Context: an optimization exercise on an open-source flow, tuned for small area, a short achievable clock period and few clock cycles per item. The choices shown serve that exercise and are no tape-out recipe.
Function was not checked in any run shown here: the RTL went through the layout flow alone.
Power figures rest on the tool's default switching activity, not on a simulated workload.

==> design/flow/design.v <==
package bap_pkg;
   localparam logic [7:0] NameLimitReset = 8'd30;
   localparam int QueueDepth = 2;
   typedef enum logic [1:0] {PH_LEN, PH_TYPE, PH_DATA, PH_STOP} phase_type;
   localparam logic [4:0] K_FLAGS = 5'd0, K_UUID16 = 5'd1, K_UUID32 = 5'd2,
      K_U128LO = 5'd3, K_U128HI = 5'd4, K_SNAME = 5'd5, K_NAME = 5'd6,
      K_TXPWR = 5'd7, K_CLASS = 5'd8, K_DEVID = 5'd9, K_APPEAR = 5'd10,
      K_COMPANY = 5'd11, K_MANUF = 5'd12, K_HASH = 5'd13, K_RAND = 5'd14,
      K_UNKNOWN = 5'd15, K_BLKEND = 5'd16;
   localparam logic [3:0] C_NONE = 4'd0, C_FLAGS = 4'd1, C_TXPWR = 4'd2, C_UUID16 = 4'd3,
      C_UUID32 = 4'd4, C_U128 = 4'd5, C_SNAME = 4'd6, C_NAME = 4'd7, C_CLASS = 4'd8,
      C_HASH = 4'd9, C_RAND = 4'd10, C_DEVID = 4'd11, C_APPEAR = 4'd12, C_MANUF = 4'd13;
   typedef struct packed {
      logic       rec_valid;
      logic [3:0] kind;
      logic       half;
      logic [7:0] lo;
      logic [3:0] mask;      
      logic       end_valid;
      logic [1:0] end_status;
      logic [6:0] num;
   } entry_type;
   localparam int EntryBits = 28;
   function automatic logic type_is_known(input logic [7:0] t);
      type_is_known = (t >= 8'h01 && t <= 8'h0A) || (t >= 8'h0D && t <= 8'h10) ||
             (t >= 8'h14 && t <= 8'h19) || (t >= 8'h1F && t <= 8'h21) ||
             (t == 8'hFF);
   endfunction
   function automatic logic [3:0] type_class(input logic [7:0] t);
      case (t)
         8'h01: type_class = C_FLAGS;
         8'h0A: type_class = C_TXPWR;
         8'h02, 8'h03: type_class = C_UUID16;
         8'h04, 8'h05: type_class = C_UUID32;
         8'h06, 8'h07: type_class = C_U128;
         8'h08: type_class = C_SNAME;
         8'h09: type_class = C_NAME;
         8'h0D: type_class = C_CLASS;
         8'h0E: type_class = C_HASH;
         8'h0F: type_class = C_RAND;
         8'h10: type_class = C_DEVID;
         8'h19: type_class = C_APPEAR;
         8'hFF: type_class = C_MANUF;
         default: type_class = C_NONE;
      endcase
   endfunction
   function automatic logic lt8(input logic [7:0] a, input logic [7:0] b);
      logic [7:0] g, e;
      logic [3:0] g2, e2;
      logic [1:0] g4, e4;
      g = ~a & b;
      e = ~(a ^ b);
      for (int i = 0; i < 4; i++) begin
         g2[i] = g[2*i+1] | (e[2*i+1] & g[2*i]);
         e2[i] = e[2*i+1] & e[2*i];
      end
      for (int i = 0; i < 2; i++) begin
         g4[i] = g2[2*i+1] | (e2[2*i+1] & g2[2*i]);
         e4[i] = e2[2*i+1] & e2[2*i];
      end
      lt8 = g4[1] | (e4[1] & g4[0]);
   endfunction
   function automatic logic [7:0] inc8(input logic [7:0] a);
      inc8[0] = ~a[0];
      for (int i = 1; i < 8; i++) inc8[i] = a[i] ^ (&(a | ~((8'd1 << i) - 8'd1)));
   endfunction
   function automatic logic [7:0] dec8(input logic [7:0] a);
      dec8[0] = ~a[0];
      for (int i = 1; i < 8; i++) dec8[i] = a[i] ^ ~(|(a & ((8'd1 << i) - 8'd1)));
   endfunction
endpackage
module bap_front (
   input  logic               clock,
   input  logic               reset,
   input  logic               req_valid,
   output logic               req_stall,
   input  logic [16:0]        req_data,
   output logic               csr_ready,
   input  logic [7:0]         name_limit,
   output logic               rsp_valid,
   input  logic               rsp_stall,
   output logic [78:0]        rsp_data
);
   logic full, pop, wide_pend, wide_take, pop_ok, wide_ok, push, wide_push, h_recend;
   bap_pkg::entry_type ent;
   logic [63:0] acc;
   logic       in_v, in_first, in_act, in_end, in_s2, in_bz, in_known, in_pre, in_nm;
   logic [7:0] in_b;
   logic [3:0] in_cls;
   bap_pkg::phase_type phase_ff;
   logic [7:0] offs_ff, rem_ff, pos_ff;
   logic [6:0] cnt_ff;
   logic [1:0] stat_ff;
   logic [3:0] cls_ff;
   logic nz_ff, drec_ff, nmn_ff;
   logic go, accept, wstall, name_ok;
   function automatic logic [2:0] lane_of(input logic [3:0] c, input logic [7:0] ps);
      if (c == bap_pkg::C_UUID16) lane_of = {2'b00, ps[0]};
      else if (c == bap_pkg::C_UUID32) lane_of = {1'b0, ps[1:0]};
      else lane_of = ps[2:0];
   endfunction
   function automatic logic keep_of(input logic [3:0] c, input logic [7:0] ps);
      case (c)
         bap_pkg::C_UUID16, bap_pkg::C_UUID32, bap_pkg::C_U128: keep_of = 1'b1;
         bap_pkg::C_CLASS, bap_pkg::C_HASH, bap_pkg::C_RAND, bap_pkg::C_DEVID:
            keep_of = (ps[7:4] == 4'd0);
         bap_pkg::C_APPEAR, bap_pkg::C_MANUF: keep_of = (ps[7:1] == 7'd0);
         default: keep_of = 1'b0;
      endcase
   endfunction
   logic [2:0] lane_ff;
   logic kw_ff;
   logic wblock, st_reg, st_if, vnf_ff;
   assign wblock = wide_pend && vnf_ff && nz_ff;
   assign wstall = wblock && !wide_take;
   assign go = in_v && !wstall && (!full || pop);
   assign st_reg = in_v && (wblock || (full && h_recend));
   assign st_if = in_v && full;
   bap_stall u_stall (.st_reg(st_reg), .st_if(st_if), .rsp_stall(rsp_stall),
                      .req_stall(req_stall));
   assign accept = req_valid && !req_stall;
   assign csr_ready = !in_v;
   assign name_ok = bap_pkg::lt8(pos_ff, name_limit);
   logic [8:0] dfull;
   logic [8:0] dsum;
   assign dsum = {1'b0, req_data[8:1]} + {1'b0, ~req_data[16:9]};
   assign dfull = {!dsum[8], dsum[7:0]};
   logic [7:0] onext, lin, lm1in;
   logic act_in, end_in, s2_in;
   always_comb begin
      lin = req_data[8:1];
      lm1in = bap_pkg::dec8(lin);
      if (!in_v) onext = offs_ff;
      else if (in_first) onext = {7'd0, in_act};
      else onext = in_act ? bap_pkg::inc8(offs_ff) : offs_ff;
      act_in = (lin != 8'd0) && (req_data[0] || bap_pkg::lt8(onext, lin));
      end_in = (lin != 8'd0) && (req_data[0] ? (lin == 8'd1) : (onext == lm1in));
      s2_in = dfull[8] || (!req_data[0] && bap_pkg::lt8(dfull[7:0], onext));
   end
   always_ff @(posedge clock) begin
      if (reset) begin
         in_v <= 1'b0; vnf_ff <= 1'b0;
      end else if (accept) begin
         in_v <= 1'b1; vnf_ff <= !req_data[0];
      end else if (go) begin
         in_v <= 1'b0; vnf_ff <= 1'b0;
      end
   end
   always_ff @(posedge clock) begin
      if (accept) begin
         in_first <= req_data[0];
         in_b <= req_data[16:9];
         in_act <= act_in;
         in_end <= end_in;
         in_bz <= (req_data[16:9] == 8'd0);
         in_s2 <= s2_in;
         in_known <= bap_pkg::type_is_known(req_data[16:9]);
         in_cls <= bap_pkg::type_class(req_data[16:9]);
         in_pre <= !in_v;
         in_nm <= name_ok;
      end
   end
   bap_pkg::phase_type ph;
   logic [7:0] rem, ps;
   logic [6:0] cn, cm1;
   logic [1:0] st;
   logic [3:0] cls;
   logic       act, endb, nm, stop2, is_name, rec, wide, half, drec_n, nmn_n, nz_n;
   logic [3:0] kind, mask;
   always_comb begin
      act = in_act;
      endb = in_end;
      stop2 = in_s2;
      nm = in_pre ? in_nm : nmn_ff;
      is_name = (cls_ff == bap_pkg::C_SNAME) || (cls_ff == bap_pkg::C_NAME);
      ph = in_first ? bap_pkg::PH_LEN : phase_ff;
      cn = in_first ? 7'd0 : cnt_ff;
      cm1 = 7'(bap_pkg::dec8({1'b0, cnt_ff}));
      rem = rem_ff;
      ps = pos_ff;
      st = stat_ff;
      cls = cls_ff;
      rec = 1'b0;
      kind = 4'(bap_pkg::K_UNKNOWN);
      wide = 1'b0;
      half = 1'b0;
      drec_n = 1'b0;
      nmn_n = 1'b0;
      nz_n = 1'b0;
      case (ph)
         bap_pkg::PH_LEN: begin
            if (in_bz) begin
               ph = bap_pkg::PH_STOP; st = 2'd1;
            end else if (stop2) begin
               ph = bap_pkg::PH_STOP; st = 2'd2;
            end else begin
               cn = 7'(bap_pkg::inc8({1'b0, cn}));
               rem = in_b; ph = bap_pkg::PH_TYPE;
            end
         end
         bap_pkg::PH_TYPE: begin
            ps = 8'd0;
            rem = bap_pkg::dec8(rem_ff);
            cls = in_cls;
            if ((in_cls == bap_pkg::C_HASH || in_cls == bap_pkg::C_RAND) && (rem_ff[7:5] == 3'd0) && (!rem_ff[4] || rem_ff[3:0] == 4'd0))
               cls = bap_pkg::C_NONE;
            rec = !in_known;
            ph = (rem_ff != 8'd1) ? bap_pkg::PH_DATA : bap_pkg::PH_LEN;
            drec_n = (in_cls == bap_pkg::C_FLAGS) || (in_cls == bap_pkg::C_TXPWR);
            nmn_n = (name_limit != 8'd0);
         end
         bap_pkg::PH_DATA: begin
            rec = drec_ff || (is_name && nm);
            case (cls_ff)
               bap_pkg::C_FLAGS: kind = 4'(bap_pkg::K_FLAGS);
               bap_pkg::C_TXPWR: kind = 4'(bap_pkg::K_TXPWR);
               bap_pkg::C_UUID16: begin kind = 4'(bap_pkg::K_UUID16); wide = 1'b1; end
               bap_pkg::C_UUID32: begin kind = 4'(bap_pkg::K_UUID32); wide = 1'b1; end
               bap_pkg::C_U128: begin
                  kind = pos_ff[3] ? 4'(bap_pkg::K_U128HI) : 4'(bap_pkg::K_U128LO);
                  wide = 1'b1;
               end
               bap_pkg::C_SNAME: kind = 4'(bap_pkg::K_SNAME);
               bap_pkg::C_NAME: kind = 4'(bap_pkg::K_NAME);
               bap_pkg::C_CLASS: begin kind = 4'(bap_pkg::K_CLASS); wide = 1'b1; end
               bap_pkg::C_HASH: begin kind = 4'(bap_pkg::K_HASH); wide = 1'b1; half = pos_ff[3]; end
               bap_pkg::C_RAND: begin kind = 4'(bap_pkg::K_RAND); wide = 1'b1; half = pos_ff[3]; end
               bap_pkg::C_DEVID: begin kind = 4'(bap_pkg::K_DEVID); wide = 1'b1; end
               bap_pkg::C_APPEAR: begin kind = 4'(bap_pkg::K_APPEAR); wide = 1'b1; end
               bap_pkg::C_MANUF: begin
                  wide = (pos_ff[7:1] == 7'd0);
                  kind = wide ? 4'(bap_pkg::K_COMPANY) : 4'(bap_pkg::K_MANUF);
               end
               default: ;
            endcase
            case (cls_ff)
               bap_pkg::C_UUID16: drec_n = !pos_ff[0];
               bap_pkg::C_UUID32: drec_n = (pos_ff[1:0] == 2'd2);
               bap_pkg::C_U128: drec_n = (pos_ff[2:0] == 3'd6) && (pos_ff[3] || rem_ff[7:4] != 4'd0 || (rem_ff[3] && rem_ff[2:1] != 2'd0));
               bap_pkg::C_CLASS: drec_n = (pos_ff == 8'd1);
               bap_pkg::C_HASH, bap_pkg::C_RAND: drec_n = (pos_ff == 8'd6) || (pos_ff == 8'd14);
               bap_pkg::C_DEVID: drec_n = (pos_ff == 8'd6);
               bap_pkg::C_APPEAR: drec_n = (pos_ff == 8'd0);
               bap_pkg::C_MANUF: drec_n = 1'b1;
               default: drec_n = 1'b0;
            endcase
            case (cls_ff)
               bap_pkg::C_UUID16: nz_n = !pos_ff[0];
               bap_pkg::C_UUID32: nz_n = (pos_ff[1:0] != 2'd3);
               bap_pkg::C_U128: nz_n = (pos_ff[2:0] != 3'd7);
               bap_pkg::C_CLASS, bap_pkg::C_HASH, bap_pkg::C_RAND, bap_pkg::C_DEVID:
                  nz_n = (pos_ff[7:4] == 4'd0) && (pos_ff[3:0] != 4'd15) && (pos_ff[2:0] != 3'd7);
               bap_pkg::C_APPEAR, bap_pkg::C_MANUF: nz_n = (pos_ff == 8'd0);
               default: nz_n = 1'b0;
            endcase
            if (rem_ff == 8'd1) nz_n = 1'b0;
            ps = bap_pkg::inc8(pos_ff);
            nmn_n = bap_pkg::lt8(ps, name_limit);
            rem = bap_pkg::dec8(rem_ff);
            if (rem_ff == 8'd1) ph = bap_pkg::PH_LEN;
         end
         default: ;
      endcase
      mask[0] = rec && wide;
      mask[1] = rec && wide && (cls_ff == bap_pkg::C_UUID32 || cls_ff == bap_pkg::C_U128 ||
                        cls_ff == bap_pkg::C_CLASS || cls_ff == bap_pkg::C_HASH ||
                        cls_ff == bap_pkg::C_RAND || cls_ff == bap_pkg::C_DEVID);
      mask[2] = rec && wide && (cls_ff == bap_pkg::C_UUID32 || cls_ff == bap_pkg::C_U128 ||
                        cls_ff == bap_pkg::C_HASH || cls_ff == bap_pkg::C_RAND ||
                        cls_ff == bap_pkg::C_DEVID);
      mask[3] = rec && wide && (cls_ff == bap_pkg::C_U128 || cls_ff == bap_pkg::C_HASH ||
                        cls_ff == bap_pkg::C_RAND || cls_ff == bap_pkg::C_DEVID);
      ent.rec_valid = rec;
      ent.kind = kind;
      ent.half = half;
      ent.lo = !rec ? {1'b0, cn} : (wide ? acc[7:0] : in_b);
      ent.mask = mask;
      ent.end_valid = endb;
      ent.end_status = (ph == bap_pkg::PH_STOP) ? st :
                       ((ph == bap_pkg::PH_LEN) ? 2'd0 : 2'd2);
      ent.num = rec ? cm1 : cn;
   end
   assign push = go && ((act && rec) || endb);
   assign wide_push = go && act && rec && wide;
   always_ff @(posedge clock) begin
      if (reset) begin
         phase_ff <= bap_pkg::PH_LEN; offs_ff <= '0; cnt_ff <= '0; nz_ff <= 1'b0;
      end else if (go) begin
         if (act) begin
            phase_ff <= ph; offs_ff <= in_first ? 8'd1 : bap_pkg::inc8(offs_ff); cnt_ff <= cn;
            nz_ff <= nz_n;
         end else if (in_first) begin
            phase_ff <= bap_pkg::PH_LEN; offs_ff <= '0; cnt_ff <= '0; nz_ff <= 1'b0;
         end
      end
   end
   always_ff @(posedge clock) begin
      if (go && act) begin
         rem_ff <= rem; pos_ff <= ps; stat_ff <= st; cls_ff <= cls;
         lane_ff <= lane_of(cls, ps); kw_ff <= keep_of(cls, ps);
         drec_ff <= drec_n; nmn_ff <= nmn_n;
      end
   end
   logic in_data;
   assign in_data = !in_first && (phase_ff == bap_pkg::PH_DATA);
   for (genvar k = 0; k < 8; k++) begin : g_acc
      always_ff @(posedge clock) begin
         if (go && in_data && kw_ff && lane_ff == 3'(k)) acc[8*k +: 8] <= in_b;
      end
   end
   localparam int D = bap_pkg::QueueDepth;
   logic [D-1:0][bap_pkg::EntryBits-1:0] q_ff;
   logic [D-1:0] occ_ff;            
   logic take, hrec;
   bap_pkg::entry_type h, h_next;
   logic [63:0] val;
   assign h = q_ff[0];
   assign full = occ_ff[D-1];
   assign rsp_valid = occ_ff[0];
   assign hrec = h.rec_valid;
   assign h_recend = h.rec_valid && h.end_valid;
   assign pop_ok = occ_ff[0] && !h_recend;
   assign wide_ok = occ_ff[0] && h.mask[0];
   assign take = occ_ff[0] && !rsp_stall;
   assign pop = pop_ok && !rsp_stall;
   assign wide_take = wide_ok && !rsp_stall;
   always_comb begin
      h_next = h;
      h_next.rec_valid = 1'b0;
      h_next.mask = '0;
      h_next.num = 7'(bap_pkg::inc8({1'b0, h.num}));
      h_next.lo = {1'b0, h_next.num};
   end
   always_comb begin
      val[7:0] = h.lo;
      val[15:8] = acc[15:8] & {8{h.mask[0]}};
      val[23:16] = acc[23:16] & {8{h.mask[1]}};
      val[31:24] = acc[31:24] & {8{h.mask[2]}};
      val[63:32] = acc[63:32] & {32{h.mask[3]}};
      rsp_data = {!hrec, hrec ? h.kind : 4'd0, val, hrec && h.half, hrec ? h.num : 7'd0,
                  hrec ? 2'd0 : h.end_status};
   end
   always_ff @(posedge clock) begin
      if (reset) begin
         occ_ff <= '0; wide_pend <= 1'b0;
      end else begin
         if (push && !pop) occ_ff <= {occ_ff[D-2:0], 1'b1};
         else if (pop && !push) occ_ff <= {1'b0, occ_ff[D-1:1]};
         wide_pend <= wide_push || (wide_pend && !wide_take);
      end
   end
   logic [D-1:0] wr_here;
   always_comb begin
      for (int i = 0; i < D; i++) begin
         if (pop) wr_here[i] = (i + 1 < D) ? occ_ff[i] && !occ_ff[(i + 1) % D] : occ_ff[i];
         else wr_here[i] = (i == 0) ? !occ_ff[0] : occ_ff[(i + D - 1) % D] && !occ_ff[i];
      end
   end
   always_ff @(posedge clock) begin
      for (int i = 0; i < D; i++) begin
         if (wr_here[i]) q_ff[i] <= ent;
         else if (pop) begin
            if (i + 1 < D) q_ff[i] <= q_ff[(i + 1) % D];
         end else if (i == 0 && take) q_ff[0] <= h_next;
      end
   end
endmodule
module bap_stall (
   input  logic st_reg,
   input  logic st_if,
   input  logic rsp_stall,
   output logic req_stall
);
   assign req_stall = st_reg || (rsp_stall && st_if);
endmodule
module ble_ad_structure_parser (
   input  logic             clock,
   input  logic             reset,
   input  logic             req_valid,
   output logic             req_stall,
   input  logic [16:0]      req_data,    
   output logic             rsp_valid,
   input  logic             rsp_stall,
   output logic [78:0]      rsp_data,    
   input  logic             csr_valid,
   output logic             csr_ready,
   input  logic [7:0]       csr_data
);
   logic [7:0] limit_ff;
   always_ff @(posedge clock) begin
      if (reset) limit_ff <= bap_pkg::NameLimitReset;
      else if (csr_valid && csr_ready) limit_ff <= csr_data;
   end
   bap_front u_front (.clock(clock), .reset(reset), .req_valid(req_valid),
                      .req_stall(req_stall), .req_data(req_data), .csr_ready(csr_ready),
                      .name_limit(limit_ff), .rsp_valid(rsp_valid), .rsp_stall(rsp_stall),
                      .rsp_data(rsp_data));
endmodule
==> design/flow/flow/run.sh <==
#!/bin/bash
# Standard layout, with the port buffers inserted before placement made of
# sky130_fd_sc_hd__buf_2 cells instead of the buffer buffer_ports picks by
# default, and without the adder-extraction step in synthesis (ABC maps the
# arithmetic as plain gates).
set -euo pipefail
export BUFFER_PORTS_ARGS="-buffer_cell sky130_fd_sc_hd__buf_2"
export ADDER_MAP_FILE=
export DONT_USE_CELLS="sky130_fd_sc_hd__maj3_1 sky130_fd_sc_hd__maj3_2 sky130_fd_sc_hd__maj3_4"
bash standard.sh > standard_flow.log 2>&1
==> design/flow/standard.sh <==
#!/bin/bash
# synth_recipe.tcl (not shown) runs the flow's synth.tcl, then flattens the netlist and writes it again
# the make line also repeats each setting of config.mk as NAME=value (left out here)
make -C /OpenROAD-flow-scripts/flow DESIGN_CONFIG=/design/flow/config.mk WORK_HOME=/design/flow/orfs CLKGATE_MAP_FILE= SYNTH_SCRIPT=/design/flow/synth_recipe.tcl "${@:-finish}"
==> design/flow/config.mk <==
export PLATFORM = sky130hd
export DESIGN_NAME = ble_ad_structure_parser
export DESIGN_NICKNAME = ble_ad_structure_parser
export VERILOG_FILES = /design/flow/design.v
export SDC_FILE = /design/flow/constraint.sdc
export NUM_CORES = 4
export LEC_CHECK = 0
export CAP_MARGIN = 20
export CORE_MARGIN = 2
export CORE_UTILIZATION = 40
export CTS_BUF_LIST = sky130_fd_sc_hd__clkbuf_16
export CTS_CLUSTER_DIAMETER = 100
export CTS_CLUSTER_SIZE = 25
export SETUP_SLACK_MARGIN = 2.8
export SLEW_MARGIN = 20
export SYNTH_HIERARCHICAL = 1
export SYNTH_MINIMUM_KEEP_SIZE = 0
==> design/flow/constraint.sdc <==
create_clock -name core_clock -period 5.5 [get_ports {clock}]
set_input_delay 1.1000 -clock core_clock [delete_from_list [all_inputs] [get_ports {clock}]]
set_output_delay 1.1000 -clock core_clock [all_outputs]
set_load 0.01 [all_outputs]
==> results of run 1 <==
==> modules after synthesis, one instance, submodules excluded <==
module | flip-flops and latches | cells inside | copies in the design | area, um2
bap_front | 190 | 1069 | 1 | 10600
bap_stall | 0 | 1 | 1 | 7.51
ble_ad_structure_parser | 8 | 32 | 1 | 333
==> stage by stage <==
stage / cell area [um2] / instances
final: 13300 / 1585
after global routing: 13300 / 1585
after CTS: 12900 / 1558
after detailed placement: 11700 / 1486
after global placement: 11700 / 1486
after floorplan: 11000 / 1102
==> how the worst max path moves through the flow <==
stage / from / endpoint / slack, ps / cells after the start
CTS: u_front.in_first / u_front.in_act / 2580 / 10
detailed placement: req_data[9] / u_front.in_s2 / 1900 / 10
floorplan: req_data[2] / u_front.in_s2 / 2330 / 10
global route: u_front.in_first / u_front.in_act / 2430 / 10
global placement: u_front.in_first / u_front.q_ff[16] / 1970 / 8
finish: u_front.in_first / u_front.in_act / 2540 / 10
==> routing by layer <==
layer | track usage (%) | share of wire [%] | vias up
met4 | 5.80 | 1.8 | 0
met5 | 0 | 0 | -
met1 | 28.7 | 46 | 4314
met3 | 2.31 | 5.1 | 35
met2 | 32.0 | 47 | 310
li1 | - | - | 4326
==> logic make-up (layout without fill, tap and decap cells) <==
group | count (synthesis) | count (layout) | share of synthesized area (%)
AO/OA/AOI/OAI | 306 | 307 | 18.4
AND/OR/NAND/NOR | 428 | 428 | 20.4
XOR/XNOR | 35 | 35 | 2.81
buffers and inverters | 113 | 254 | 4.60
flip-flops | 198 | 198 | 51.7
adder cells (fa/ha/maj) | 9 | 9 | 0.862
multiplexers | 13 | 13 | 1.21
==> registers in the layout, indices dropped and copies added, names as in the netlist, 2 cells and up, named ones only <==
signal / cells
u_front.cnt_ff: 7
u_front.rem_ff: 8
u_front.cls_ff: 4
u_front.lane_ff: 2
u_front.acc: 64
u_front.stat_ff: 2
u_front.in_b: 8
u_front.in_cls: 4
limit_ff: 8
u_front.pos_ff: 7
u_front.occ_ff: 2
u_front.offs_ff: 8
u_front.phase_ff: 2
u_front.q_ff: 56
==> cells in the mapped netlist (20+ instances only) <==
cell type and number:
nor3_1 21, nor2b_1 20, nand2_1 100, xnor2_1 23, nand3_1 31, a21oi_1 84
inv_1 38, dfxtp_1 31, edfxtp_1 167, and2_1 76, clkbuf_1 43, nor2_1 98
o21ai_0 69
==> layout make-up <==
cell class	count	area, um2
timing repair buffer	180	1180
inverter	40	168
multi-input combinational	792	5270
tap	341	427
fill	2469	13500
clock inverter	15	206
sequential	198	5640
timing repair inverter	2	12.5
clock buffer	17	425
==> power by group through the flow <==
| stage | sequential, mW | clock, mW | combinational (mW) |
|---|---|---|---|
| after floorplan | 1.77 | 0 | 0.325 |
| after global placement | 1.83 | 0 | 0.392 |
| after detailed placement | 1.83 | 0 | 0.398 |
| after CTS | 1.78 | 1.33 | 0.454 |
| after global routing | 1.79 | 1.39 | 0.547 |
| final | 1.78 | 1.30 | 0.498 |
==> worst max-delay path, cell delays in order (launching register included) <==
cell and delay [ps]:
edfxtp_1 450, buf_6 170, and3b_1 200, nor3_4 320, o32ai_4 150, a311oi_2 280, a211oi_2 70, maj3_2 320
maj3_2 310, maj3_2 300, a2bb2oi_2 130
==> repair_timing <==
item	4_1_cts	5_1_grt
buffers inserted	38	25
hold endpoints to repair	0	0
pin swaps	11	9
endpoints found under the setup margin	229	57
cloned	2	2
gates resized for setup	54	65
hold buffers	0	0
==> notes.md, run 1 <==
- Result of the run: finished clean
- Average wire per standard cell: approximately 18 um
- Die width: ~170 um
- Final global-route overflow total: 0
- Worst EP arrival: 3130 ps
- Number of max-slew violations in the final report: 0
- Total Routing Usage GR: about a fifth
- Fmax: 338 MHz
- Startpoint of the lowest-slack register-to-register path: u_front.in_first
- Yosys warns: 8
- Pwr dens: 269 nW/um2
- # clock sinks: 198
- First-pass GRT wire length: between 40000 and 50000 um
- CTS H-tree lvls: 4
- Number of flops mapped to enable cells by yosys: 167
- Via count of the first global-routing pass: 8010
- Worst voltage drop across the vdd grid: 0.160 mV
- Minimum clock period: 2960 ps
- Reg2reg setup slack: 2540 ps
- Sum of net half-perimeters after detailed placement: roughly 19000 um
- Synthesized net count: 1132
- Ys flop type: edfxtp_1
- Worst reg-to-reg path cell count: 10
- Required time at the worst-slack endpoint: 5670 ps
- Hold Crit Endpoint: u_front.offs_ff[7]
- Final RePlAce weighted congestion: ~0.90
- Netlist cell types: 87
- Initial standard-cell utilization of the core: 40.5%
- Final sum of negative setup slack: 0 ps
- Final cell utilization of the core: 49.6%
- Hold path startpoint: u_front.offs_ff[7]
- Type of the most critical hold path: reg -> reg
- Biggest fanout along the worst timing path: 8
- Cell types with the largest area share after synthesis: edfxtp_1 46%, dfxtp_1 5.7%, and2_1 4.4%, a21oi_1 3.9%, nand2_1 3.4%
- Initial antenna violation count: 0
- Area growth syn-to-layout: 22.4%
- Switching power total: roughly 1.0 mW
- Destination of the worst register-to-register timing path: u_front.in_act
- Mapped Avg Cell Area: 9.88 um2
- Clock network power share: 36.3%
- Clk Latency, worst-skew pair: 440 ps
- Maximum number of pins on one net before global-route repair: 32
- Sequential Power Share: between 40% and 50%
- Final setup violation count: 0
- Clock tree from TritonCTS: yes
- Most frequent standard cell in the layout excluding fill and tap cells: edfxtp_1
- Post-placement setup slack: between 1500 and 2000 ps
- Setup repair after global routing missed its margin: yes
- Clock buffers created by TritonCTS: 17
- Wire length reported by the detailed router: 29200 um
- Worst slew margin: 37.0%
- Count of state elements after synthesis: between 150 and 200
- Cell internal power dissipation: 2.54 mW
- Clock Root Buffer: clkbuf_16
- Switching portion of total power: 29.0%
- Total leakage power: 5.01 nW
- Net count of the finished layout: 1261
- Antenna Violating Nets Remaining: 0
- Final cycle utilization of the critical path: 53.8%
- Share of total power in combinational logic: 13.9%
- Clock transition at the register clock pins on the worst setup and hold paths after CTS: 80 ps
- Asr flop ratio synth: 0%
- Length of the first detailed-routing pass in iterations: 5
- Violation count after the first detailed-routing iteration: 777
- Die footprint: 28600 um2
- Number of instances in the synthesized netlist: around 1100
- Floorplan row count: 60
- Share of the synthesized area in the top cell type: 46.0%
- Core Area: about 27000 um2
- Number of primary I/O pins: ~110
- Overall power of the completed layout: 3.58 mW
- Final Worst Setup Slack: 2540 ps
- Syn Std Cell Area: 10900 um2
- Count of max-cap constraint violations: 0
- Critical Path Sink Type: flop
- Buffers on Ports: between 100 and 150
- Worst hold margin: 511 ps
- Via-per-instance ratio: about 5.7
- Hold Vio Cnt, Final: 0
- Dominant cell type by area after synthesis: edfxtp_1
- Instance count along the most critical hold path: 2
- Remaining DRCs: 0
- Type of origin of the critical path: flop
- Die height: 169 um
- Antenna diode instance count: 0
- Portion of the post-synthesis area used by sequential elements: 51.7%
- Setup Crit Path Kind: reg -> reg
- Ratio of cells with drive above 1 in the final layout: about a quarter
- Clock Skew: between 20 and 25 ps
- Worst Max-Slew Pin Slew: 943 ps
- Via total after detailed routing: 8985
- Largest buffer count on any clock path: 2
- Highest-count cells in the layout ignoring fill and taps: 167 x edfxtp_1, 110 x buf_2, 96 x nand2_1
==> run 2: changes to the inputs <==
--- a/design/flow/flow/run.sh
+++ b/design/flow/flow/run.sh
@@ -6,5 +6,4 @@
 set -euo pipefail
 export BUFFER_PORTS_ARGS="-buffer_cell sky130_fd_sc_hd__buf_2"
 export ADDER_MAP_FILE=
-export DONT_USE_CELLS="sky130_fd_sc_hd__maj3_1 sky130_fd_sc_hd__maj3_2 sky130_fd_sc_hd__maj3_4"
 bash standard.sh > standard_flow.log 2>&1
==> run 2 against run 1 <==
Non-clock buffer count unchanged. Maximum frequency is the same. Final cell count unchanged. Power did not move. Clock skew unchanged. Still clean on timing, DRC and antenna. Register-to-register slack hardly changed.
==> notes.md, run 2 <==
- Cell seen most often among critical-path stages: maj3_2
- Leading post-synthesis cells by instance count: 167 x edfxtp_1, 100 x nand2_1, 98 x nor2_1, 84 x a21oi_1, 76 x and2_1
- Setup Crit Path Kind: reg -> reg
- Worst EP arrival: 3130 ps (about the same)
- Synthesized net count: 1132 (unchanged)
- Worst Max-Slew Pin Slew: 943 ps (unchanged)
- Antenna Violating Nets Remaining: 0 (unchanged)
- Wire length reported by the detailed router: 29200 um (unchanged)
- Met1 usage: 28.7% (unchanged)
- Mapped Avg Cell Area: 9.88 um2 (unchanged)
- Minimum clock period: 2960 ps (unchanged)
- Top flop regs: u_front.acc x64, u_front.q_ff x56
- Type of origin of the critical path: flop
- Hold-fix buffer count after cts: 0 (unchanged)
- Result of the run: finished clean
- Clk Latency, worst-skew pair: 440 ps (about the same)
- Clock tree from TritonCTS: yes
- Length of the first detailed-routing pass in iterations: 5 (unchanged)
- Number of max-slew violations in the final report: 0 (unchanged)
- Number of flip-flops in the largest register: 64 (unchanged)
- Number of primary I/O pins: 112 (unchanged)
- Average wire per standard cell: 18.4 um (unchanged)
- Die height: 169 um (unchanged)
- Via total after detailed routing: 8985 (unchanged)
- Instance count along the most critical hold path: 2 (unchanged)
- Final cycle utilization of the critical path: 53.8% (unchanged)
- Count of max-cap constraint violations: 0 (unchanged)
- Area used by multi-input combinational logic: 5270 um2 (unchanged)
- Initial antenna violation count: 0 (unchanged)
- Required time at the worst-slack endpoint: 5670 ps (about the same)
- Bufs and invs on worst path: 1 (unchanged)
- Buffers on Ports: 111 (unchanged)
- Final RePlAce weighted congestion: 0.903 (unchanged)
- Overall power of the completed layout: 3.58 mW (unchanged)
- Pwr dens: 269 nW/um2 (unchanged)
- Biggest fanout along the worst timing path: 8 (unchanged)
- Initial standard-cell utilization of the core: 40.5% (unchanged)
- Clock Root Buffer: clkbuf_16
- Met2 usage in global routing: 32.0% (unchanged)
- Filler instances: 2469 (unchanged)
- Asr flop ratio synth: 0% (unchanged)
- Final setup violation count: 0 (unchanged)
- Ratio of cells with drive above 1 in the final layout: 26.7% (unchanged)
- CP cell instances: buf_6, and3b_1, nor3_4, o32ai_4, a311oi_2, a211oi_2, maj3_2, maj3_2, maj3_2, a2bb2oi_2
- Clock Skew: 20.1 ps (unchanged)
- Total Routing Usage GR: 20.0% (unchanged)
- Floorplan row count: 60 (unchanged)
- Critical Path Sink Type: flop
- Final global-route overflow total: 0 (unchanged)
- Cell types with the largest area share after synthesis: edfxtp_1 46%, dfxtp_1 5.7%, and2_1 4.4%, a21oi_1 3.9%, nand2_1 3.4%
- Hold Vio Cnt, Final: 0 (unchanged)
- Fmax: 338 MHz (unchanged)
- Violation count after the first detailed-routing iteration: 777 (unchanged)
- Worst slew margin: 37.0% (unchanged)
- Highest-count cells in the layout ignoring fill and taps: 167 x edfxtp_1, 110 x buf_2, 96 x nand2_1
- Total leakage power: 5.01 nW (unchanged)
- Worst voltage drop across the vdd grid: 0.160 mV (unchanged)
- Antenna diode instance count: 0 (unchanged)
- Sequential standard cell area: 5640 um2 (unchanged)
- Layer carrying the most global-route usage: met2
- Dominant cell type by area after synthesis: edfxtp_1
- Worst hold margin: 511 ps (unchanged)
- Number of stages on the worst setup path: 10 (unchanged)
- Cell count after placement: 1486 (unchanged)
- Die width: 169 um (unchanged)
- Syn Std Cell Area: 10900 um2 (unchanged)
- Global routing met3 resource utilization: 2.31% (unchanged)
- Ys flop type: edfxtp_1
- Most repeated cell in the gate-level netlist after synthesis: edfxtp_1
- Share of the synthesized area in the top cell type: 46.0% (unchanged)
- CTS H-tree lvls: 4 (unchanged)
- Sum of net half-perimeters after detailed placement: 19200 um (unchanged)
- Remaining DRCs: 0 (unchanged)
- Type of the most critical hold path: reg -> reg
- Final sum of negative setup slack: 0 ps (unchanged)
- Top Family by Delay on Critical Path: adder cells
- Number of flops mapped to enable cells by yosys: 167 (unchanged)
- Portion of the post-synthesis area used by sequential elements: 51.7% (unchanged)
- Yosys warns: 8 (unchanged)
- Maximum number of pins on one net before global-route repair: 32 (unchanged)
- Count of state elements after synthesis: 198 (unchanged)
- Via-per-instance ratio: 5.67 (unchanged)
- Net count of the finished layout: 1261 (unchanged)
- Via count of the first global-routing pass: 8010 (unchanged)
- Number of instances in the synthesized netlist: 1102 (unchanged)
- Netlist cell types: 87 (unchanged)
- Largest Register: u_front.acc
- # clock sinks: 198 (unchanged)
- Setup repair after global routing missed its margin: yes
- Max stage delay on crit path: 450 ps (about the same)
- Most frequent standard cell in the layout excluding fill and tap cells: edfxtp_1
- Area growth syn-to-layout: 22.4% (unchanged)
- Core Area: 26900 um2 (unchanged)
- Clock transition at the register clock pins on the worst setup and hold paths after CTS: 80 ps (about the same)
- Worst reg-to-reg path cell count: 10 (unchanged)
- First-pass GRT wire length: 44600 um (unchanged)
- Slowest cell on crit path: edfxtp_1
- Largest buffer count on any clock path: 2 (unchanged)
- Clock buffers created by TritonCTS: 17 (unchanged)
- Die footprint: 28600 um2 (unchanged)
- Non-Filler Instances: 1585 (unchanged)
[run 2: timing repair]
| action | 4_1_cts | 5_1_grt |
|---|---|---|
| buffers inserted | 38 | 25 |
| pin swaps | 11 | 9 |
| cloned | 2 | 2 |
| endpoints found under the setup margin | 229 | 57 |
| resized for setup | 54 | 65 |
[run 2: routing by layer]
| layer | share of wire, % | wire length, um | vias up |
|---|---|---|---|
| met5 | 0 | 0 | - |
| met4 | 1.8 | 536 | 0 |
| met3 | 5.1 | 1480 | 35 |
| met2 | 47 | 13700 | 310 |
| met1 | 46 | 13600 | 4314 |
| li1 | - | - | 4326 |
[run 2: area by class of cell]
class,instances,area share (%)
multi-input cells,792,39.5
clock buffers,17,3.19
clock inverters,15,1.55
well taps,341,3.20
inverters,40,1.26
flip-flops and latches,198,42.3
repair buffers,180,8.87
repair inverters,2,0.0938
[run 2: per-module statistics from Yosys (local to each module, per instance)]
module,area (um2),cells,times used
bap_front,10600,1069,1
ble_ad_structure_parser,333,32,1
bap_stall,7.51,1,1
[run 2: report_power, final]
group | switching [mW] | internal, mW
sequential | 0.0798 | 1.70
combinational | 0.294 | 0.204
clock | 0.665 | 0.636
total | 1.04 | 2.54
[run 2: worst min-delay path: stages, from the launching register on]
cell     delay, ps
dfxtp_1        320
o21ai_0         80
a21oi_1         70
[run 2: cells by family (layout without fill, tap and decap cells)]
logic type                 count (synthesis)  count (layout)  share of synthesized area [%]
and+or+nand+nor                          428             428                           20.4
AOI/OAI and AO/OA                        306             307                           18.4
DFF                                      198             198                           51.7
buffers and inverters                    113             254                           4.60
xor gates and xnor gates                  35              35                           2.81
muxes                                     13              13                           1.21
adders and majority gates                  9               9                          0.862
[run 2: path summary, 6_finish.rpt]
| check | start | endpoint | slack (ps) |
|---|---|---|---|
| min reg2reg | u_front.offs_ff[7] | u_front.offs_ff[7] | 510 |
| max | u_front.in_first | u_front.in_act | 2540 |
| max reg2reg | u_front.in_first | u_front.in_act | 2540 |
| min | u_front.offs_ff[7] | u_front.offs_ff[7] | 510 |
[run 2: through the flow]
| step | cell area (um2) | utilization, % | worst slack [ps] |
|---|---|---|---|
| floorplan | 11000 | - | 2330 |
| global placement | 11700 | 43.4 | 1970 |
| detailed placement | 11700 | 43.4 | 1900 |
| CTS | 12900 | 47.9 | 2580 |
| global route | 13300 | 49.6 | 2430 |
| finish | 13300 | 49.6 | 2540 |
==> run 3: changes to the inputs <==
--- a/design/flow/design.v
+++ b/design/flow/design.v
@@ -299,6 +299,8 @@
          rem_ff <= rem; pos_ff <= ps; stat_ff <= st; cls_ff <= cls;
          lane_ff <= lane_of(cls, ps); kw_ff <= keep_of(cls, ps);
          drec_ff <= drec_n; nmn_ff <= nmn_n;
+      end else if (go) begin
+         nmn_ff <= name_ok;
       end
    end
    logic in_data;
--- a/design/flow/config.mk
+++ b/design/flow/config.mk
@@ -5,13 +5,14 @@
 export SDC_FILE = /design/flow/constraint.sdc
 export NUM_CORES = 4
 export LEC_CHECK = 0
+export ABC_AREA = 1
 export CAP_MARGIN = 20
 export CORE_MARGIN = 2
 export CORE_UTILIZATION = 40
 export CTS_BUF_LIST = sky130_fd_sc_hd__clkbuf_16
 export CTS_CLUSTER_DIAMETER = 100
 export CTS_CLUSTER_SIZE = 25
-export SETUP_SLACK_MARGIN = 2.8
+export SETUP_SLACK_MARGIN = 2.9
 export SLEW_MARGIN = 20
 export SYNTH_HIERARCHICAL = 1
 export SYNTH_MINIMUM_KEEP_SIZE = 0
==> run 3 against run 2 <==
First-iteration DRC count fell by 26%. Worst hold slack got worse by 43 ps. Setup slack improved by 380 ps. Design area fell by 2.9%. Largest power group unchanged. Via count rose by 3.1%. Global-route usage fell by 0.11 points. Synthesized cell count rose by 23%. Highest routed layer unchanged. Sequential share of layout area rose by 1.2 points. Register-to-register slack improved by 530 ps.
==> notes.md, run 3 <==
- Antenna Violating Nets Remaining: 0 (unchanged)
- Max stage delay on crit path: 130 ps (-320 ps)
- Ys flop type: edfxtp_1
- Via-per-instance ratio: 5.05 (-11%)
- Portion of the post-synthesis area used by sequential elements: 51.7% (about the same)
- Clock transition at the register clock pins on the worst setup and hold paths after CTS: 90 ps (about the same)
- Worst hold margin: 469 ps (-42.6 ps)
- Hold-fix buffer count after cts: 0 (unchanged)
- Largest Register: u_front.acc
- Final global-route overflow total: 0 (unchanged)
- Result of the run: finished clean
- Mapped Avg Cell Area: 8.07 um2 (-18%)
- Leading post-synthesis cells by instance count: 383 x nand2_1, 206 x inv_1, 167 x edfxtp_1, 160 x nor2_1, 66 x nand3_1
- Wire length reported by the detailed router: 28300 um (-3.3%)
- Final sum of negative setup slack: 0 ps (unchanged)
- Number of instances in the synthesized netlist: 1350 (+23%)
- Count of state elements after synthesis: 198 (unchanged)
- Clock Root Buffer: clkbuf_16
- Number of flops mapped to enable cells by yosys: 167 (unchanged)
- Worst Max-Slew Pin Slew: 892 ps (-50.5 ps)
- Hold Vio Cnt, Final: 0 (unchanged)
- Worst voltage drop across the vdd grid: 0.175 mV (+9.5%)
- Number of flip-flops in the largest register: 64 (unchanged)
- Floorplan row count: 60 (unchanged)
- Worst slew margin: 40.4% (+3.4 points)
- CTS H-tree lvls: 4 (unchanged)
- Synthesized net count: 1380 (+22%)
- Setup repair after global routing missed its margin: yes
- Asr flop ratio synth: 0% (unchanged)
- Cell seen most often among critical-path stages: nand2_2
- Remaining DRCs: 0 (unchanged)
- Top flop regs: u_front.acc x64, u_front.q_ff x56
- Length of the first detailed-routing pass in iterations: 5 (unchanged)
- Initial standard-cell utilization of the core: 40.6% (about the same)
- Share of the synthesized area in the top cell type: 46.0% (about the same)
- Number of max-slew violations in the final report: 0 (unchanged)
- Net count of the finished layout: 1509 (+20%)
- Average wire per standard cell: 15.4 um (-16%)
- Die width: 169 um (about the same)
- Biggest fanout along the worst timing path: 3 (-5)
- Violation count after the first detailed-routing iteration: 575 (-26%)
- Via total after detailed routing: 9264 (+3.1%)
- Count of max-cap constraint violations: 0 (unchanged)
- Clk Latency, worst-skew pair: 450 ps (about the same)
- Type of the most critical hold path: reg -> reg
- Maximum number of pins on one net before global-route repair: 24 (-25%)
- Final cycle utilization of the critical path: 46.9% (-6.9 points)
- Minimum clock period: 2580 ps (-377 ps)
- Required time at the worst-slack endpoint: 4400 ps (-1270 ps)
- Final setup violation count: 0 (unchanged)
- Yosys warns: 8 (unchanged)
- Die footprint: 28600 um2 (about the same)
- Clock tree from TritonCTS: yes
- Final RePlAce weighted congestion: 0.918 (+1.6%)
- Clock Skew: 17.7 ps (-2.41 ps)
- Antenna diode instance count: 0 (unchanged)
- First-pass GRT wire length: 44400 um (-0.50%)
- Highest-count cells in the layout ignoring fill and taps: 376 x nand2_1, 202 x inv_1, 167 x edfxtp_1
- Syn Std Cell Area: 10900 um2 (about the same)
- Critical Path Sink Type: primary output
- Via count of the first global-routing pass: 8324 (+3.9%)
- Cell types with the largest area share after synthesis: edfxtp_1 46%, nand2_1 13%, inv_1 7.1%, dfxtp_1 5.7%, nor2_1 5.5%
- Pwr dens: 280 nW/um2 (+4.1%)
- Netlist cell types: 50 (-43%)
- Number of primary I/O pins: 112 (unchanged)
- Total leakage power: 6.04 nW (+21%)
- Most frequent standard cell in the layout excluding fill and tap cells: nand2_1
- Ratio of cells with drive above 1 in the final layout: 17.6% (-9.1 points)
- Sequential standard cell area: 5640 um2 (-0.13%)
- Buffers on Ports: 111 (unchanged)
- Sum of net half-perimeters after detailed placement: 20400 um (+6.6%)
- Filler instances: 2666 (+8.0%)
- Core Area: 26900 um2 (unchanged)
- Total Routing Usage GR: 19.9% (-0.11 points)
- Dominant cell type by area after synthesis: edfxtp_1
- Area growth syn-to-layout: 18.8%
- Slowest cell on crit path: buf_4
- Setup Crit Path Kind: in -> out
- Die height: 169 um (about the same)
- # clock sinks: 198 (unchanged)
- Fmax: 388 MHz (+15%)
- Initial antenna violation count: 0 (unchanged)
- CP cell instances: buf_4, nand2_2, nand2_2, buf_6
- Most repeated cell in the gate-level netlist after synthesis: nand2_1
- Area used by multi-input combinational logic: 4450 um2 (-15%)
- Type of origin of the critical path: primary input
- Clock buffers created by TritonCTS: 17 (unchanged)
- Largest buffer count on any clock path: 2 (unchanged)
- Worst EP arrival: 1480 ps (-1650 ps)
run 3: cell types whose count changed in the layout (fill, tap and decap cells not counted), sizes merged, moves of 10 or more:
cell	delta
a21oi	-35
mux2i	-12
nor2b	-20
and2	-76
nand3	+36
nor2	+77
xnor2	-15
inv	+171
and3	-10
a22oi	-11
nand2	+290
buf	-35
nand2b	-13
run 3: per-stage QoR:
step / cell area, um2 / worst slack (ps) / total power [mW] / util, % / instances
floorplan: 11100 / 2680 / 2.16 / - / 1350
global placement: 11800 / 1860 / 2.30 / 44.1 / 1764
detailed placement: 11800 / 1830 / 2.30 / 44.1 / 1764
CTS: 12800 / 2890 / 3.63 / 47.5 / 1818
global route: 12900 / 2810 / 3.77 / 48.2 / 1833
finish: 12900 / 2920 / 3.62 / 48.2 / 1833
run 3: routing by layer:
metal	share of wire, %	routed length [um]	global-route usage [%]
met5	0	0	0
met2	46	13000	31.6
met1	47	13300	28.3
met4	1.7	473	6.61
met3	5.1	1440	2.43
run 3: cells by family (layout without fill, tap and decap cells):
group	after synthesis	count (layout)	share of synthesized area, %
xor gates and xnor gates	20	20	1.61
buffers and inverters	257	397	9.47
DFF	198	198	51.7
AOI/OAI and AO/OA	188	189	10.5
and+or+nand+nor	687	688	26.7
run 3: power by group:
group / internal (mW) / leakage (nW) / switching (mW)
clock: 0.671 / 0.309 / 0.653
combinational: 0.167 / 3.89 / 0.340
sequential: 1.72 / 1.85 / 0.0698
total: 2.56 / 6.04 / 1.06
run 3: area by class of cell:
type	count	share of cell area [%]
flip-flops and latches	198	43.5
multi-input cells	897	34.4
repair buffers	146	7.14
inverters	217	6.59
well taps	341	3.29
clock buffers	17	3.29
clock inverters	15	1.68
repair inverters	2	0.0966
run 3: worst max-delay path: cells and delay by family:
family / cells / cell delay [ps]
simple gates: 2 / 120
buf+inv: 2 / 250
run 3: Yosys stat by module (local to each module, per instance):
module                   copies in the design  area [um2]  flops+latches  cells
bap_front                                   1       10600            190   1304
bap_stall                                   1        11.3              0      3
ble_ad_structure_parser                     1         312              8     43
run 3: path summary, 6_finish.rpt:
path | start | endpoint | slack [ps] | cells past startpoint
max | rsp_stall | req_stall | 2920 | 4
min | u_front.in_end | u_front.q_ff[37] | 470 | 0
max reg2reg | u_front.in_first | u_front.kw_ff | 3070 | 10
min reg2reg | u_front.in_end | u_front.q_ff[37] | 470 | 0
run 3: timing repair:
item,CTS,global route
gates cloned,3,1
resized for setup,12,18
endpoints found under the setup margin,207,131
pin swaps,12,10
setup buffers,19,14
hold endpoints to repair,0,0
==> run 4: changes to the inputs <==
--- a/design/flow/design.v
+++ b/design/flow/design.v
@@ -45,28 +45,13 @@
       endcase
    endfunction
    function automatic logic lt8(input logic [7:0] a, input logic [7:0] b);
-      logic [7:0] g, e;
-      logic [3:0] g2, e2;
-      logic [1:0] g4, e4;
-      g = ~a & b;
-      e = ~(a ^ b);
-      for (int i = 0; i < 4; i++) begin
-         g2[i] = g[2*i+1] | (e[2*i+1] & g[2*i]);
-         e2[i] = e[2*i+1] & e[2*i];
-      end
-      for (int i = 0; i < 2; i++) begin
-         g4[i] = g2[2*i+1] | (e2[2*i+1] & g2[2*i]);
-         e4[i] = e2[2*i+1] & e2[2*i];
-      end
-      lt8 = g4[1] | (e4[1] & g4[0]);
+      lt8 = a < b;
    endfunction
    function automatic logic [7:0] inc8(input logic [7:0] a);
-      inc8[0] = ~a[0];
-      for (int i = 1; i < 8; i++) inc8[i] = a[i] ^ (&(a | ~((8'd1 << i) - 8'd1)));
+      inc8 = a + 8'd1;
    endfunction
    function automatic logic [7:0] dec8(input logic [7:0] a);
-      dec8[0] = ~a[0];
-      for (int i = 1; i < 8; i++) dec8[i] = a[i] ^ ~(|(a & ((8'd1 << i) - 8'd1)));
+      dec8 = a - 8'd1;
    endfunction
 endpackage
 module bap_front (
@@ -299,8 +284,6 @@
          rem_ff <= rem; pos_ff <= ps; stat_ff <= st; cls_ff <= cls;
          lane_ff <= lane_of(cls, ps); kw_ff <= keep_of(cls, ps);
          drec_ff <= drec_n; nmn_ff <= nmn_n;
-      end else if (go) begin
-         nmn_ff <= name_ok;
       end
    end
    logic in_data;
--- a/design/flow/config.mk
+++ b/design/flow/config.mk
@@ -5,14 +5,13 @@
 export SDC_FILE = /design/flow/constraint.sdc
 export NUM_CORES = 4
 export LEC_CHECK = 0
-export ABC_AREA = 1
 export CAP_MARGIN = 20
 export CORE_MARGIN = 2
 export CORE_UTILIZATION = 40
 export CTS_BUF_LIST = sky130_fd_sc_hd__clkbuf_16
 export CTS_CLUSTER_DIAMETER = 100
 export CTS_CLUSTER_SIZE = 25
-export SETUP_SLACK_MARGIN = 2.9
+export SETUP_SLACK_MARGIN = 2.8
 export SLEW_MARGIN = 20
 export SYNTH_HIERARCHICAL = 1
 export SYNTH_MINIMUM_KEEP_SIZE = 0
==> run 4 against run 3 <==
Wire length fell by 6.5%. Die area shrank 3.6%. Critical path type is now reg -> reg. Largest power group unchanged. Largest cell class unchanged. Global-route usage is 1.1 points lower. Design area down 1.9%. Count of clock-buffer cells in the layout unchanged. Utilization grew 0.82 points. Clock skew fell by 3.1 ps.
==> notes.md, run 4 <==
- Result of the run: finished clean
- Filler instances: 2392 (-10%)
- Slowest cell on crit path: edfxtp_1
- Net count of the finished layout: 1200 (-20%)
- Via count of the first global-routing pass: 7559 (-9.2%)
- Number of instances in the synthesized netlist: 1052 (-22%)
- Largest buffer count on any clock path: 2 (unchanged)
- Die height: 166 um (-1.8%)
- Worst voltage drop across the vdd grid: 0.198 mV (+13%)
- Die footprint: 27600 um2 (-3.6%)
- Clock network power share: 38.8% (+2.3 points)
- Antenna diode instance count: 0 (unchanged)
- Syn Std Cell Area: 10500 um2 (-3.7%)
- Length of the first detailed-routing pass in iterations: 5 (unchanged)
- Critical Path Sink Type: flop
- Synthesized net count: 1082 (-22%)
- Count of max-cap constraint violations: 0 (unchanged)
- Sum of net half-perimeters after detailed placement: 17600 um (-14%)
- Clock Root Buffer: clkbuf_16
- Antenna Violating Nets Remaining: 0 (unchanged)
- Via-per-instance ratio: 5.46 (+8.1%)
- CP cell instances: buf_6, buf_12, nor4_4, a311oi_2, maj3_2, maj3_2, maj3_2, maj3_2, maj3_2, maj3_2, a2bb2oi_1
- Final setup violation count: 0 (unchanged)
- Count of state elements after synthesis: 198 (unchanged)
- Yosys warns: 8 (unchanged)
- Final cycle utilization of the critical path: 61.8% (+15 points)
- Initial standard-cell utilization of the core: 40.5% (-0.045 points)
- Leading post-synthesis cells by instance count: 167 x edfxtp_1, 106 x nor2_1, 94 x nand2_1, 82 x a21oi_1, 75 x and2_1
- Total leakage power: 4.70 nW (-22%)
- Violation count after the first detailed-routing iteration: 627 (+9.0%)
- Switching portion of total power: 28.4% (-0.98 points)
- Worst slew margin: 39.6% (-0.83 points)
- Remaining DRCs: 0 (unchanged)
- Hold Vio Cnt, Final: 0 (unchanged)
- Startpoint of the lowest-slack register-to-register path: u_front.in_first
- Minimum clock period: 3400 ps (+816 ps)
- Share of the synthesized area in the top cell type: 47.8% (+1.8 points)
- Setup Crit Path Kind: reg -> reg
- Overall power of the completed layout: 3.50 mW (-3.4%)
- Post-route cell area: 12700 um2 (-1.9%)
- Total Routing Usage GR: 18.8% (-1.1 points)
- Area growth syn-to-layout: 21.0%
- Final RePlAce weighted congestion: 0.848 (-7.6%)
- Max stage delay on crit path: 440 ps (+310 ps)
- Final sum of negative setup slack: 0 ps (unchanged)
- Required time at the worst-slack endpoint: 5680 ps (+1280 ps)
- Initial antenna violation count: 0 (unchanged)
- CTS H-tree lvls: 4 (unchanged)
- Sequential Power Share: 50.4% (+1.0 points)
- Post-placement setup slack: 1500 ps (-335 ps)
- Core Area: 25900 um2 (-3.6%)
- Clock buffers created by TritonCTS: 17 (unchanged)
- Portion of the post-synthesis area used by sequential elements: 53.7% (+2.0 points)
- Hold Crit Endpoint: u_front.q_ff[37]
- Dominant cell type by area after synthesis: edfxtp_1
- Wire length reported by the detailed router: 26400 um (-6.5%)
- Worst Max-Slew Pin Slew: 904 ps (+12.4 ps)
- Clk Latency, worst-skew pair: 450 ps (about the same)
- Type of the most critical hold path: reg -> reg
- Final Worst Setup Slack: 2100 ps (-816 ps)
- Ratio of cells with drive above 1 in the final layout: 23.9% (+6.4 points)
- Maximum number of pins on one net before global-route repair: 32 (+33%)
- Die width: 166 um (-1.8%)
- Netlist cell types: 70 (+40%)
- Via total after detailed routing: 8293 (-10%)
- Most frequent standard cell in the layout excluding fill and tap cells: edfxtp_1
- Floorplan row count: 59 (-1.7%)
- Cell seen most often among critical-path stages: maj3_2
- Most repeated cell in the gate-level netlist after synthesis: edfxtp_1
- Type of origin of the critical path: flop
- Worst hold margin: 519 ps (+50.1 ps)
- Number of flops mapped to enable cells by yosys: 167 (unchanged)
- # clock sinks: 198 (unchanged)
- Biggest fanout along the worst timing path: 24 (+21)
- Worst reg-to-reg path cell count: 11 (+1)
- Clock tree from TritonCTS: yes
- Number of primary I/O pins: 112 (unchanged)
- Share of total power in combinational logic: 10.8% (-3.2 points)
- Worst EP arrival: 3570 ps (+2090 ps)
- Instance count along the most critical hold path: 0 (unchanged)
- Cell count after placement: 1437 (-19%)
- Ys flop type: edfxtp_1
- Setup repair after global routing missed its margin: yes
- Final cell utilization of the core: 49.0% (+0.82 points)
- Number of max-slew violations in the final report: 0 (unchanged)
- Cell internal power dissipation: 2.51 mW (-2.1%)
- Clock transition at the register clock pins on the worst setup and hold paths after CTS: 80 ps (about the same)
- Largest Register: u_front.acc
- Buffers on Ports: 111 (unchanged)
- Clock Skew: 14.6 ps (-3.14 ps)
- Switching power total: 0.992 mW (-6.7%)
- Number of flip-flops in the largest register: 64 (unchanged)
- Placed cell area: 11300 um2 (-4.5%)
- Final global-route overflow total: 0 (unchanged)
- Highest-count cells in the layout ignoring fill and taps: 167 x edfxtp_1, 107 x buf_2, 97 x nor2_1
- Hold path startpoint: u_front.in_end
- Destination of the worst register-to-register timing path: u_front.in_act
- Cell types with the largest area share after synthesis: edfxtp_1 48%, dfxtp_1 5.9%, and2_1 4.5%, a21oi_1 3.9%, nor2_1 3.8%
- Average wire per standard cell: 17.4 um (+13%)
- Reg2reg setup slack: 2100 ps (-970 ps)
- Mapped Avg Cell Area: 9.98 um2 (+24%)
- Top flop regs: u_front.acc x64, u_front.q_ff x56
- First-pass GRT wire length: 41600 um (-6.3%)
- Non-Filler Instances: 1518 (-17%)
- Fmax: 294 MHz (-24%)
- Pwr dens: 275 nW/um2 (-1.5%)
- Asr flop ratio synth: 0% (unchanged)
## run 4: cell count changes in the layout (fill, tap and decap cells not counted), moves of 11 or more
cell	change
a21oi_1	+35
a22oi_1	+11
and2_1	+73
and3_1	+11
buf_4	+17
inv_1	-184
maj3_2	+13
mux2i_1	+14
nand2_1	-284
nand3_1	-31
nor2_1	-57
o21ai_0	+12
xnor2_1	+20
## run 4: cell families after synthesis
group                    count (synthesis)  synth area share [%]
buffers and inverters                   95                  3.96
XOR/XNOR                                41                  3.42
multiplexers                            15                  1.48
AND/OR/NAND/NOR                        410                  19.2
AO/OA/AOI/OAI                          275                  16.4
adder cells (fa/ha/maj)                 18                  1.82
flip-flops                             198                  53.7
## run 4: routing by layer
layer	GRT usage, %	routed length, um	vias up
met5	0	0	-
met4	5.44	502	0
met3	2.41	1190	32
met2	29.4	12100	231
met1	27.5	12700	3941
li1	-	-	4089
## run 4: layout make-up
type,count,area (um2),share of cell area [%]
repair buffers,164,1060,8.39
flip-flops and latches,198,5650,44.5
clock inverters,15,229,1.80
inverters,28,124,0.975
multi-input cells,760,4780,37.7
clock buffers,17,425,3.35
repair inverters,1,5.00,0.0394
well taps,335,419,3.30
## run 4: timing repair
| item | in CTS | in global routing |
|---|---|---|
| gates cloned | 2 | 0 |
| gates resized for setup | 53 | 27 |
| endpoints found under the setup margin | 202 | 120 |
| hold buffers | 0 | 0 |
| pin swaps | 22 | 9 |
| setup buffers | 34 | 13 |
## run 4: how the worst max path moves through the flow
stage | startpoint | end | slack (ps) | cells past startpoint
4_1_cts | u_front.in_act | u_front.in_act | 2120 | 11
3_3_place_gp | req_data[1] | u_front.in_act | 1560 | 11
2_1_floorplan | req_data[2] | u_front.in_act | 1820 | 9
5_1_grt | u_front.in_first | u_front.in_act | 2000 | 11
3_5_place_dp | req_data[1] | u_front.in_s2 | 1500 | 11
6_report | u_front.in_first | u_front.in_act | 2100 | 11
## run 4: per-module statistics from Yosys, one instance, submodules excluded
module	cells inside	times used	flops+latches
ble_ad_structure_parser	32	1	8
bap_stall	1	1	0
bap_front	1019	1	190
## run 4: worst max-delay path, delay by kind of cell, from the launching register on
kind,cells,cell delay (ps)
DFF,1,440
and+or+nand+nor,1,240
adders and majority gates,6,1860
buffers and inverters,2,340
AOI/OAI and AO/OA,2,250
## run 4: power by group through the flow
stage	clock network (mW)	logic, mW	registers, mW
5_1_grt	1.44	0.419	1.77
2_1_floorplan	0	0.258	1.75
3_5_place_dp	0	0.321	1.80
4_1_cts	1.38	0.360	1.76
6_report	1.36	0.377	1.76
3_3_place_gp	0	0.317	1.80
==> run 5: changes to the inputs <==
--- a/design/flow/design.v
+++ b/design/flow/design.v
@@ -45,13 +45,37 @@
       endcase
    endfunction
    function automatic logic lt8(input logic [7:0] a, input logic [7:0] b);
-      lt8 = a < b;
+      logic [7:0] g, e;
+      logic [3:0] g2, e2;
+      logic [1:0] g4, e4;
+      g = ~a & b;
+      e = ~(a ^ b);
+      for (int i = 0; i < 4; i++) begin
+         g2[i] = g[2*i+1] | (e[2*i+1] & g[2*i]);
+         e2[i] = e[2*i+1] & e[2*i];
+      end
+      for (int i = 0; i < 2; i++) begin
+         g4[i] = g2[2*i+1] | (e2[2*i+1] & g2[2*i]);
+         e4[i] = e2[2*i+1] & e2[2*i];
+      end
+      lt8 = g4[1] | (e4[1] & g4[0]);
    endfunction
    function automatic logic [7:0] inc8(input logic [7:0] a);
-      inc8 = a + 8'd1;
+      inc8[0] = ~a[0];
+      for (int i = 1; i < 8; i++) inc8[i] = a[i] ^ (&(a | ~((8'd1 << i) - 8'd1)));
    endfunction
    function automatic logic [7:0] dec8(input logic [7:0] a);
-      dec8 = a - 8'd1;
+      dec8[0] = ~a[0];
+      for (int i = 1; i < 8; i++) dec8[i] = a[i] ^ ~(|(a & ((8'd1 << i) - 8'd1)));
+   endfunction
+   function automatic logic [3:0] kind_mask(input logic [3:0] k);
+      kind_mask[0] = (k == 4'd1) || (k == 4'd2) || (k == 4'd3) || (k == 4'd4) || (k == 4'd8) ||
+                     (k == 4'd9) || (k == 4'd10) || (k == 4'd11) || (k == 4'd13) || (k == 4'd14);
+      kind_mask[1] = (k == 4'd2) || (k == 4'd3) || (k == 4'd4) || (k == 4'd8) ||
+                     (k == 4'd9) || (k == 4'd13) || (k == 4'd14);
+      kind_mask[2] = (k == 4'd2) || (k == 4'd3) || (k == 4'd4) ||
+                     (k == 4'd9) || (k == 4'd13) || (k == 4'd14);
+      kind_mask[3] = (k == 4'd3) || (k == 4'd4) || (k == 4'd9) || (k == 4'd13) || (k == 4'd14);
    endfunction
 endpackage
 module bap_front (
@@ -93,8 +117,10 @@
          default: keep_of = 1'b0;
       endcase
    endfunction
-   logic [2:0] lane_ff;
-   logic kw_ff;
+   logic [2:0] lane;
+   logic kw;
+   assign lane = lane_of(cls_ff, pos_ff);
+   assign kw = keep_of(cls_ff, pos_ff);
    logic wblock, st_reg, st_if, vnf_ff;
    assign wblock = wide_pend && vnf_ff && nz_ff;
    assign wstall = wblock && !wide_take;
@@ -282,22 +308,23 @@
    always_ff @(posedge clock) begin
       if (go && act) begin
          rem_ff <= rem; pos_ff <= ps; stat_ff <= st; cls_ff <= cls;
-         lane_ff <= lane_of(cls, ps); kw_ff <= keep_of(cls, ps);
          drec_ff <= drec_n; nmn_ff <= nmn_n;
+      end else if (go) begin
+         nmn_ff <= name_ok;
       end
    end
    logic in_data;
    assign in_data = !in_first && (phase_ff == bap_pkg::PH_DATA);
    for (genvar k = 0; k < 8; k++) begin : g_acc
       always_ff @(posedge clock) begin
-         if (go && in_data && kw_ff && lane_ff == 3'(k)) acc[8*k +: 8] <= in_b;
+         if (go && in_data && kw && lane == 3'(k)) acc[8*k +: 8] <= in_b;
       end
    end
    localparam int D = bap_pkg::QueueDepth;
    logic [D-1:0][bap_pkg::EntryBits-1:0] q_ff;
    logic [D-1:0] occ_ff;            
    logic take, hrec;
-   bap_pkg::entry_type h, h_next;
+   bap_pkg::entry_type h, h_next, s_next;
    logic [63:0] val;
    assign h = q_ff[0];
    assign full = occ_ff[D-1];
@@ -310,6 +337,8 @@
    assign pop = pop_ok && !rsp_stall;
    assign wide_take = wide_ok && !rsp_stall;
    always_comb begin
+      s_next = q_ff[(D > 1) ? 1 : 0];
+      s_next.mask = s_next.rec_valid ? bap_pkg::kind_mask(s_next.kind) : 4'd0;
       h_next = h;
       h_next.rec_valid = 1'b0;
       h_next.mask = '0;
@@ -345,7 +374,7 @@
       for (int i = 0; i < D; i++) begin
          if (wr_here[i]) q_ff[i] <= ent;
          else if (pop) begin
-            if (i + 1 < D) q_ff[i] <= q_ff[(i + 1) % D];
+            if (i + 1 < D) q_ff[i] <= (i == 0) ? s_next : q_ff[(i + 1) % D];
          end else if (i == 0 && take) q_ff[0] <= h_next;
       end
    end
--- a/design/flow/config.mk
+++ b/design/flow/config.mk
@@ -5,13 +5,14 @@
 export SDC_FILE = /design/flow/constraint.sdc
 export NUM_CORES = 4
 export LEC_CHECK = 0
+export ABC_AREA = 1
 export CAP_MARGIN = 20
 export CORE_MARGIN = 2
 export CORE_UTILIZATION = 40
 export CTS_BUF_LIST = sky130_fd_sc_hd__clkbuf_16
 export CTS_CLUSTER_DIAMETER = 100
 export CTS_CLUSTER_SIZE = 25
-export SETUP_SLACK_MARGIN = 2.8
+export SETUP_SLACK_MARGIN = 3.0
 export SLEW_MARGIN = 20
 export SYNTH_HIERARCHICAL = 1
 export SYNTH_MINIMUM_KEEP_SIZE = 0
==> run 5 against run 4 <==
Still clean. Register-to-register slack better by 1100 ps. Sequential share of layout area is 1.5 points lower. Global-route usage is 0.70 points higher. Non-clock buffer count is 19 lower. Final cell count is 21% higher. Synthesized area is 1.4% higher. Critical path depth is 6 lower. Worst hold slack worse by 53 ps. Sequential power is 3% lower. Highest routed layer unchanged.
==> notes.md, run 5 <==
- Number of flops mapped to enable cells by yosys: 160 (-4.2%)
- Buffers on Ports: 111 (unchanged)
- Hold Vio Cnt, Final: 0 (unchanged)
- Switching portion of total power: 28.0% (-0.37 points)
- Total leakage power: 6.14 nW (+31%)
- Core Area: 26100 um2 (+0.85%)
- Highest-count cells in the layout ignoring fill and taps: 405 x nand2_1, 218 x inv_1, 160 x edfxtp_1
- Die footprint: 27900 um2 (+1.4%)
- Number of primary I/O pins: 112 (unchanged)
- Fmax: 380 MHz (+29%)
- Portion of the post-synthesis area used by sequential elements: 51.0% (-2.7 points)
- Post-synthesis mux area share: 0% (-1.5 points)
- Largest buffer count on any clock path: 2 (unchanged)
- Switching power total: 0.976 mW (-1.7%)
- Non-Filler Instances: 1834 (+21%)
- Final global-route overflow total: 0 (unchanged)
- Hold Crit Endpoint: u_front.q_ff[37]
- Most repeated cell in the gate-level netlist after synthesis: nand2_1
- Biggest fanout along the worst timing path: 2 (-92%)
- Result of the run: finished clean
- Synthesized net count: 1388 (+28%)
- Clock Skew: 15.7 ps (+1.14 ps)
- Bufs and invs on worst path: 3 (+1)
- Clock transition at the register clock pins on the worst setup and hold paths after CTS: 80 ps (about the same)
- CTS H-tree lvls: 4 (unchanged)
- Count of state elements after synthesis: 191 (-3.5%)
- Count of max-cap constraint violations: 0 (unchanged)
- Reg2reg setup slack: 3190 ps (+1090 ps)
- Wire length reported by the detailed router: 27500 um (+4.2%)
- Final sum of negative setup slack: 0 ps (unchanged)
- Share of the synthesized area in the top cell type: 45.1% (-2.7 points)
- Destination of the worst register-to-register timing path: u_front.acc[44]
- Setup Crit Path Kind: in -> out
- Type of origin of the critical path: primary input
- Worst reg-to-reg path cell count: 11 (unchanged)
- Hold path startpoint: u_front.in_end
- Die width: 167 um (+0.70%)
- Setup repair after global routing missed its margin: yes
- Sequential Power Share: 49.0% (-1.4 points)
- Critical Path Sink Type: primary output
- Clock Root Buffer: clkbuf_16
- Pwr dens: 276 nW/um2 (+0.13%)
- Clock tree from TritonCTS: yes
- Initial standard-cell utilization of the core: 40.7% (+0.24 points)
- Ys flop type: edfxtp_1
- Final RePlAce weighted congestion: 0.904 (+6.7%)
- CP cell instances: buf_8, buf_6, nand2_4, nand2_4, buf_6
- Type of the most critical hold path: reg -> reg
- Initial antenna violation count: 1 (+1)
[run 5: cell types whose count changed after synthesis, sizes merged, moves of 32 or more]
cell / delta
nor2: +58
and2: -74
clkbuf: -32
nand3: +36
nand2: +325
inv: +200
[run 5: power groups by stage]
stage | Clock [mW] | Sequential (mW) | Combinational [mW]
2_1_floorplan | 0 | 1.71 | 0.316
3_3_place_gp | 0 | 1.75 | 0.406
3_5_place_dp | 0 | 1.75 | 0.409
4_1_cts | 1.34 | 1.71 | 0.438
5_1_grt | 1.39 | 1.72 | 0.508
6_report | 1.32 | 1.71 | 0.453
[run 5: worst max path at each step]
| stage | start | end | slack, ps | depth (start not counted) |
|---|---|---|---|---|
| floorplan | rsp_stall | u_front.acc[32] | 2840 | 9 |
| global placement | rsp_stall | u_front.q_ff[10] | 1650 | 10 |
| detailed placement | rsp_stall | u_front.q_ff[10] | 1550 | 10 |
| CTS | rsp_stall | req_stall | 2830 | 5 |
| global route | rsp_stall | req_stall | 2840 | 5 |
| finish | rsp_stall | req_stall | 2870 | 5 |
[run 5: timing repair]
action | 4_1_cts | 5_1_grt
buffers inserted | 18 | 15
endpoints found under the setup margin | 204 | 63
hold endpoints to repair | 0 | 0
gates cloned | 1 | 0
pin swaps | 9 | 7
resized for setup | 27 | 24
[run 5: per-stage QoR]
stage	instance area (um2)	worst slack, ps
3_3_place_gp	11500	1650
4_1_cts	12500	2830
6_report	12600	2870
3_5_place_dp	11500	1550
2_1_floorplan	10800	2840
5_1_grt	12600	2840
[run 5: area by class of cell]
class | instances | area (um2)
flip-flops and latches | 191 | 5430
multi-input cells | 902 | 4400
fillers | 2565 | 13500
repair buffers | 145 | 863
clock inverters | 15 | 220
inverters | 229 | 881
clock buffers | 17 | 425
well taps | 335 | 419
[run 5: modules after synthesis (local to each module, per instance)]
| module | cells | cell area, um2 |
|---|---|---|
| bap_front | 1312 | 10300 |
| ble_ad_structure_parser | 43 | 312 |
| bap_stall | 3 | 11.3 |
[run 5: routing by layer]
| layer | up-vias | track usage [%] | share of wire (%) |
|---|---|---|---|
| met5 | - | 0 | 0 |
| met4 | 0 | 5.48 | 1.8 |
| met3 | 34 | 3.14 | 6.0 |
| met2 | 307 | 30.8 | 45 |
| met1 | 4216 | 27.9 | 47 |
| li1 | 4662 | - | - |
[run 5: cell families after synthesis]
kind of cell    count (synthesis)
xor+xnor                       21
simple gates                  710
flops                         191
buf+inv                       266
compound gates                170
